Source: an optimization exercise on an open RTL-to-GDS flow (aim: small area and few clock cycles per item). Production flows keep margins and buffers that such runs may drop. No functional check of the RTL was part of this run. Power and IR drop assume default switching activity.

<file path="design.v">
package swhsr_pkg;
    typedef enum logic [2:0] {
        PH_IDLE      = 3'd0,
        PH_LOW       = 3'd1,
        PH_HIGH      = 3'd2,
        PH_RESP_LOW  = 3'd3,
        PH_RESP_HIGH = 3'd4,
        PH_DATA_LOW  = 3'd5,
        PH_BIT_RISE  = 3'd6,
        PH_BIT_HIGH  = 3'd7
    } phase_t;
    typedef enum logic [1:0] {
        STATUS_OK       = 2'd0,
        STATUS_TIMEOUT  = 2'd1,
        STATUS_CHECKSUM = 2'd2
    } status_t;
    localparam logic [7:0] CFG_START_LOW    = 8'd0;
    localparam logic [7:0] CFG_RELEASE_HIGH = 8'd1;
    localparam logic [7:0] CFG_RESPONSE     = 8'd2;
    localparam logic [7:0] CFG_BIT_TIMEOUT  = 8'd3;
    localparam logic [7:0] CFG_THRESHOLD    = 8'd4;
    localparam logic [15:0] START_LOW_RESET    = 16'd18000;
    localparam logic [7:0]  RELEASE_HIGH_RESET = 8'd20;
    localparam logic [7:0]  RESPONSE_RESET     = 8'd100;
    localparam logic [7:0]  BIT_TIMEOUT_RESET  = 8'd120;
    localparam logic [7:0]  THRESHOLD_RESET    = 8'd50;
    localparam int unsigned FRAME_WIDTH = 40;
    localparam logic [5:0]  FRAME_BIT_COUNT = 6'd40;
    localparam logic [16:0] DIV10_MUL = 17'd52429;
    localparam int unsigned DIV10_SHIFT = 19;
    typedef struct packed {
        logic        drive_enable;
        logic        drive_level;
        logic        busy;
        logic        done;
        status_t     status;
        logic        ok;
        logic [15:0] hum_raw;
        logic        temp_sign;
        logic [14:0] temp_mag;
    } stage_t;
endpackage
import swhsr_pkg::*;
module single_wire_humidity_sensor_reader_top
(
    input  logic        clk,
    input  logic        rst_n,
    input  logic        in_valid,
    output logic        in_ready,
    input  logic        cmd,
    input  logic        line_level,
    input  logic        cfg_valid,
    output logic        cfg_ready,
    input  logic [7:0]  cfg_index,
    input  logic [15:0] cfg_data,
    output logic        out_valid,
    input  logic        out_ready,
    output logic        drive_enable,
    output logic        drive_level,
    output logic        busy_res,
    output logic        done_res,
    output logic [1:0]  status,
    output logic [12:0] humidity_pct,
    output logic signed [12:0] temperature_c
);
    logic [15:0] start_low_reg;
    logic [7:0]  release_high_reg;
    logic [7:0]  response_reg;
    logic [7:0]  bit_timeout_reg;
    logic [7:0]  threshold_reg;
    swhsr_pkg::phase_t                   phase_reg;
    swhsr_pkg::phase_t                   phase_next;
    logic [15:0]              cnt_reg, cnt_next;
    logic [5:0]               bit_idx_reg, bit_idx_next;
    logic [FRAME_WIDTH-1:0]   frame_reg, frame_next;
    logic        s1_valid_reg;
    swhsr_pkg::stage_t      s1_reg;
    swhsr_pkg::stage_t      s1_next;
    logic        out_valid_reg;
    logic        out_load;
    logic        in_accept;
    logic [15:0]            cnt_inc;
    logic [5:0]             idx_inc;
    logic                   bit_value;
    logic [FRAME_WIDTH-1:0] frame_shift;
    logic [7:0]             sum8;
    logic [32:0] hum_prod;
    logic [32:0] temp_prod;
    logic [12:0] hum_q;
    logic [12:0] temp_q;
    assign cfg_ready = 1'b1;
    always_ff @(posedge clk or negedge rst_n)
    begin
        if (!rst_n)
        begin
            start_low_reg    <= START_LOW_RESET;
            release_high_reg <= RELEASE_HIGH_RESET;
            response_reg     <= RESPONSE_RESET;
            bit_timeout_reg  <= BIT_TIMEOUT_RESET;
            threshold_reg    <= THRESHOLD_RESET;
        end
        else if (cfg_valid)
        begin
            unique case (cfg_index)
                CFG_START_LOW:    start_low_reg    <= cfg_data;
                CFG_RELEASE_HIGH: release_high_reg <= cfg_data[7:0];
                CFG_RESPONSE:     response_reg     <= cfg_data[7:0];
                CFG_BIT_TIMEOUT:  bit_timeout_reg  <= cfg_data[7:0];
                CFG_THRESHOLD:    threshold_reg    <= cfg_data[7:0];
                default:          ;
            endcase
        end
    end
    assign out_load  = !out_valid_reg || out_ready;
    assign in_ready  = !s1_valid_reg || out_load;
    assign in_accept = in_valid && in_ready;
    assign cnt_inc     = cnt_reg + 16'd1;
    assign idx_inc     = bit_idx_reg + 6'd1;
    assign bit_value   = (cnt_reg > {8'd0, threshold_reg});
    assign frame_shift = {frame_reg[FRAME_WIDTH-2:0], bit_value};
    assign sum8        = frame_shift[39:32] + frame_shift[31:24]
                       + frame_shift[23:16] + frame_shift[15:8];
    always_comb
    begin
        phase_next   = phase_reg;
        cnt_next     = cnt_reg;
        bit_idx_next = bit_idx_reg;
        frame_next   = frame_reg;
        s1_next      = '0;
        s1_next.status = STATUS_OK;
        if (cmd)
        begin
            if (phase_reg == PH_IDLE)
            begin
                phase_next   = PH_LOW;
                cnt_next     = '0;
                bit_idx_next = '0;
                frame_next   = '0;
            end
        end
        else
        begin
            unique case (phase_reg)
                PH_IDLE:
                begin
                    phase_next = PH_IDLE;
                end
                PH_LOW:
                begin
                    cnt_next = cnt_inc;
                    if (cnt_inc >= start_low_reg)
                    begin
                        phase_next = PH_HIGH;
                        cnt_next   = '0;
                    end
                end
                PH_HIGH:
                begin
                    cnt_next = cnt_inc;
                    if (cnt_inc >= {8'd0, release_high_reg})
                    begin
                        phase_next = PH_RESP_LOW;
                        cnt_next   = '0;
                    end
                end
                PH_RESP_LOW:
                begin
                    cnt_next = cnt_inc;
                    if (!line_level || cnt_inc >= {8'd0, response_reg})
                    begin
                        phase_next = PH_RESP_HIGH;
                        cnt_next   = '0;
                    end
                end
                PH_RESP_HIGH:
                begin
                    cnt_next = cnt_inc;
                    if (line_level || cnt_inc >= {8'd0, response_reg})
                    begin
                        phase_next = PH_DATA_LOW;
                        cnt_next   = '0;
                    end
                end
                PH_DATA_LOW:
                begin
                    cnt_next = cnt_inc;
                    if (!line_level || cnt_inc >= {8'd0, response_reg})
                    begin
                        phase_next = PH_BIT_RISE;
                        cnt_next   = '0;
                    end
                end
                PH_BIT_RISE:
                begin
                    if (line_level)
                    begin
                        phase_next = PH_BIT_HIGH;
                        cnt_next   = 16'd1;
                    end
                    else
                    begin
                        cnt_next = cnt_inc;
                        if (cnt_inc >= {8'd0, response_reg})
                        begin
                            phase_next = PH_BIT_HIGH;
                            cnt_next   = '0;
                        end
                    end
                end
                PH_BIT_HIGH:
                begin
                    if (line_level)
                    begin
                        cnt_next = cnt_inc;
                        if (cnt_inc > {8'd0, bit_timeout_reg})
                        begin
                            s1_next.done   = 1'b1;
                            s1_next.status = STATUS_TIMEOUT;
                            phase_next     = PH_IDLE;
                            cnt_next       = '0;
                        end
                    end
                    else
                    begin
                        frame_next   = frame_shift;
                        bit_idx_next = idx_inc;
                        cnt_next     = '0;
                        if (idx_inc >= FRAME_BIT_COUNT)
                        begin
                            s1_next.done = 1'b1;
                            phase_next   = PH_IDLE;
                            if (sum8 != frame_shift[7:0])
                            begin
                                s1_next.status = STATUS_CHECKSUM;
                            end
                            else
                            begin
                                s1_next.ok = 1'b1;
                            end
                        end
                        else
                        begin
                            phase_next = PH_BIT_RISE;
                        end
                    end
                end
                default:
                begin
                    phase_next = PH_IDLE;
                    cnt_next   = '0;
                end
            endcase
        end
        s1_next.hum_raw      = frame_shift[39:24];
        s1_next.temp_sign    = frame_shift[23];
        s1_next.temp_mag     = frame_shift[22:8];
        s1_next.drive_enable = (phase_next == PH_LOW) || (phase_next == PH_HIGH);
        s1_next.drive_level  = (phase_next == PH_HIGH);
        s1_next.busy         = (phase_next != PH_IDLE);
    end
    always_ff @(posedge clk or negedge rst_n)
    begin
        if (!rst_n)
        begin
            phase_reg   <= PH_IDLE;
            cnt_reg     <= '0;
            bit_idx_reg <= '0;
            frame_reg   <= '0;
        end
        else if (in_accept)
        begin
            phase_reg   <= phase_next;
            cnt_reg     <= cnt_next;
            bit_idx_reg <= bit_idx_next;
            frame_reg   <= frame_next;
        end
    end
    always_ff @(posedge clk or negedge rst_n)
    begin
        if (!rst_n)
        begin
            s1_valid_reg  <= 1'b0;
            out_valid_reg <= 1'b0;
        end
        else
        begin
            if (in_accept)
            begin
                s1_valid_reg <= 1'b1;
            end
            else if (out_load)
            begin
                s1_valid_reg <= 1'b0;
            end
            if (out_load)
            begin
                out_valid_reg <= s1_valid_reg;
            end
        end
    end
    always_ff @(posedge clk)
    begin
        if (in_accept)
        begin
            s1_reg <= s1_next;
        end
    end
    assign hum_prod  = {17'd0, s1_reg.hum_raw} * {16'd0, DIV10_MUL};
    assign temp_prod = {18'd0, s1_reg.temp_mag} * {16'd0, DIV10_MUL};
    assign hum_q     = hum_prod[DIV10_SHIFT+12:DIV10_SHIFT];
    assign temp_q    = temp_prod[DIV10_SHIFT+12:DIV10_SHIFT];
    always_ff @(posedge clk)
    begin
        if (out_load && s1_valid_reg)
        begin
            drive_enable <= s1_reg.drive_enable;
            drive_level  <= s1_reg.drive_level;
            busy_res     <= s1_reg.busy;
            done_res     <= s1_reg.done;
            status       <= s1_reg.status;
            if (s1_reg.ok)
            begin
                humidity_pct  <= hum_q;
                temperature_c <= s1_reg.temp_sign ? -$signed(temp_q) : $signed(temp_q);
            end
            else
            begin
                humidity_pct  <= '0;
                temperature_c <= '0;
            end
        end
    end
    assign out_valid = out_valid_reg;
endmodule
</file>
<file path="run.sh">
#!/bin/bash
# synth_recipe.tcl (not shown) runs the flow's synth.tcl, then flattens the netlist and writes it again
# the make line also repeats each setting of config.mk as NAME=value (left out here)
make -C /OpenROAD-flow-scripts/flow DESIGN_CONFIG=/design/flow/config.mk WORK_HOME=/design/flow/orfs CLKGATE_MAP_FILE= SYNTH_SCRIPT=/design/flow/synth_recipe.tcl finish
</file>
<file path="config.mk">
export PLATFORM = sky130hd
export DESIGN_NAME = single_wire_humidity_sensor_reader_top
export DESIGN_NICKNAME = single_wire_humidity_sensor_reader_top
export VERILOG_FILES = /design/flow/design.v
export SDC_FILE = /design/flow/constraint.sdc
export NUM_CORES = 4
export LEC_CHECK = 0
export CAP_MARGIN = 20
export CORE_MARGIN = 2
export CORE_UTILIZATION = 40
export SLEW_MARGIN = 20
</file>
<file path="constraint.sdc">
create_clock -name core_clock -period 8.0 [get_ports {clk}]
set_input_delay 1.6000 -clock core_clock [delete_from_list [all_inputs] [get_ports {clk}]]
set_output_delay 1.6000 -clock core_clock [all_outputs]
set_load 0.01 [all_outputs]
</file>
==> reports/results.txt <==
RePlAce Congestion -> 0.8609
WP data arrival -> 6820 ps
first-pass GRT wire length -> 61670 um
Syn Area/Cell -> 10.23 sq um
DRC Markers -> 0
Worst VDD drop -> 191.3 uV
WL final -> 36590 um
destination of the worst hold path -> status[1]
Syn Std Cell Area -> 17650 sq um
Slew Viols, Final -> 0
Hold/Removal Path Class -> flip-flop to flip-flop
synth cell count leaders -> ha_1 (306), inv_1 (281), nand2_1 (153), fa_1 (148), o21ai_0 (98)
post-CTS setup buffers -> 0
CTS HTree Levels -> 4
final setup fails -> 0
Setup CP Type -> flip-flop to flip-flop
Register Area -> 5006 sq um
DIE AREA -> 45810 sq um
cells after synthesis -> 1725
Slew HR -> 27.70%
GRT overflow -> 0
clk sink count -> 185
Critical Path RT -> 8170 ps
Initial Utilization -> 40.79%
Slew @ Worst Pin -> 1081 ps
CTS tree -> done
P&R area growth vs syn -> 10.66%
Die Width -> 214.0 um
fmax -> 0.1504 GHz
largest net degree at the start of global routing -> 91
Seq/Total Area, Yosys -> 28.37%
r2r startpoint -> s1_reg[13]
Skew-Pair Late Insertion Delay -> 450 ps
Post-synth EDFFs -> 71
synthesized flop and latch total -> 185
area taken by multi-input logic gates -> 11450 sq um
P_leak -> 9.779 nW
vias in the first global route -> 12310
most common cell in the netlist -> ha_1
Reg2Reg Setup Slack -> 1350 ps
fraction of layout cells with a size suffix above 1 -> 6.086%
Post-DP HPWL -> 29770 um
CTS buffer count -> 17
Ant. Diodes -> 0
post-route ant nets -> 0
Tmin final -> 6650 ps
FP Rows -> 76
min-delay src -> s1_reg[34]
Finished Cell Area -> 19530 sq um
fill cell count -> 4131
maximum fanout along the worst path -> 4
Worst Hold Depth -> 0
ys flop type -> dfrtp_1
syn nets -> 2210
top cells by area, synth -> ha_1 (22%), fa_1 (17%), dfrtp_1 (14%), edfxtp_1 (12%), inv_1 (6.0%)
FF-to-FF path depth -> 27
CTS Hold Bufs -> 0
outcome -> complete, no violations
FFs w/ async S/R, synth -> 61.62%
Core Area -> 43270 sq um
Die Ht -> 214.0 um
CTS Buffer Depth -> 2
RSZ-0062 raised after global routing -> no
Clock transition at path regs -> 70 ps
Post-Route Skew -> 15.81 ps
max-cap viol count -> 0
Synth Warn # -> 1
IO Pins -> 66
Final #Nets -> 2263
Final Hold Vio Count -> 0
GRT Total Usage -> 16.61%
cell taking the most area after synthesis -> ha_1
fin crit share -> 83.12%
DR WL/cell -> 15.40 um
Cell Pwr Density -> 279.0 nW/um^2
CP Launch Type -> flip-flop
DR pass1 iterations -> 5
Cell variety after synth -> 75
PostCTS Resize Cnt -> 0
reg2reg end -> temperature_c[6]
post-synth top area share -> 21.70%
IO Port Bufs -> 64
DP Area -> 18930 sq um
Avg Vias per Cell -> 5.028
DR iter-0 viols -> 568
Vias -> 11950
Root Driver -> clkbuf_16
setup TNS -> 0 ps
type of destination of the critical path -> flip-flop
initial antenna violation count -> 1
-- cells in the final DEF (no fill, tap or decap), types with 52 or more instances in the layout --
cell type and count:
dfrtp_1 97, clkdlybuf4s50_1 63, fa_1 148, a21oi_1 52
o21ai_0 98, ha_1 306, edfxtp_1 71, nand2_1 152
nor2_1 62, inv_1 281
-- kinds of logic (layout without fill, tap and decap cells) --
kind of cell	count (synthesis)	after routing	share of synthesized area (%)
AND/OR/NAND/NOR	378	378	10.52
flip-flops	185	185	28.37
other	1	1	0.02125
XOR/XNOR	80	80	3.970
multiplexers	26	26	1.617
adder cells (fa/ha/maj)	454	454	38.49
AO/OA/AOI/OAI	283	283	10.20
buffers and inverters	318	384	6.814
-- layout make-up --
class / count / area share, %
clock inverters: 11 / 0.6087
inverters: 282 / 5.421
repair buffers: 70 / 3.498
clock buffers: 21 / 2.467
multi-input cells: 1222 / 58.62
flip-flops and latches: 185 / 25.64
well taps: 585 / 3.748
-- where the power goes --
group,internal (mW),switching [mW]
combinational,1.50,1.89
sequential,1.12,0.0665
clock,0.475,0.399
-- per-stage QoR --
stage | cells | util (%) | power (mW) | hold slack, ps | worst slack (ps)
finish | 2376 | 45.13 | 5.449 | 423.9 | 1350
global route | 2376 | 45.13 | 6.032 | 429.9 | 969.9
CTS | 2376 | 45.13 | 5.510 | 420.8 | 1326
detailed placement | 2344 | 43.74 | 4.587 | 406.5 | 1334
global placement | 2344 | 43.74 | 4.533 | 403.7 | 1457
floorplan | 1725 | - | 3.757 | 400.3 | 1755
-- worst max-delay path by stage --
stage	from	cells after the start	slack [ps]	to
global route	s1_reg[2]	22	970	temperature_c[6]
detailed placement	s1_reg[13]	27	1330	temperature_c[6]
finish	s1_reg[13]	27	1350	temperature_c[6]
CTS	s1_reg[13]	27	1330	temperature_c[6]
global placement	s1_reg[13]	27	1460	temperature_c[6]
floorplan	s1_reg[13]	27	1760	temperature_c[6]
-- metal layers --
metal  share of wire [%]  track usage (%)  wire, um
met1                  46            21.86     16940
met2                  49            28.31     17810
met3                 3.1            2.596      1118
met4                 1.9            4.732       705
met5               0.038                0        14
-- critical path: stages, from the launching register on --
cell	delay, ps
edfxtp_1	410
inv_1	60
ha_1	270
inv_1	40
ha_1	340
a21o_1	240
fa_1	570
inv_1	80
fa_1	530
inv_1	50
fa_1	530
inv_1	60
fa_1	530
inv_1	40
ha_1	320
and4_1	210
and3_1	200
o211ai_1	90
nand3_1	120
xor2_1	190
inv_1	80
ha_1	160
o31ai_1	80
or2_2	330
o31ai_1	270
mux2_2	380
nor3_1	140
nor3_1	60

[re-timing with driven ports]
No port has a modelled driver above. Below, the same layout with a new extraction and two added sets of constraints.
Step 1 assumes that a clkbuf_16 drives the clock port and a buf_2 every other input.
Step 2 moves the port delays by t, midway between the first and last clock arrival at a register: inputs arrive t later, outputs are due t later. That takes back most of the time a late clock gives input paths.
Slacks: no drivers / after step 1 / after step 2; pairs: no drivers / after step 1.
shift t [ns]: 0.496
setup WS [ns]: 1.350 / 1.350 / 1.350
worst setup path at the end: register to register
clock arrival spread, ns: 0.017 / 0.017
worst data-port slew with drivers (ns): 0.07
After both steps this run still meets setup and hold. For this run, drivers alone change the setup slack by 0.000 ns; drivers and shift together by 0.000 ns.
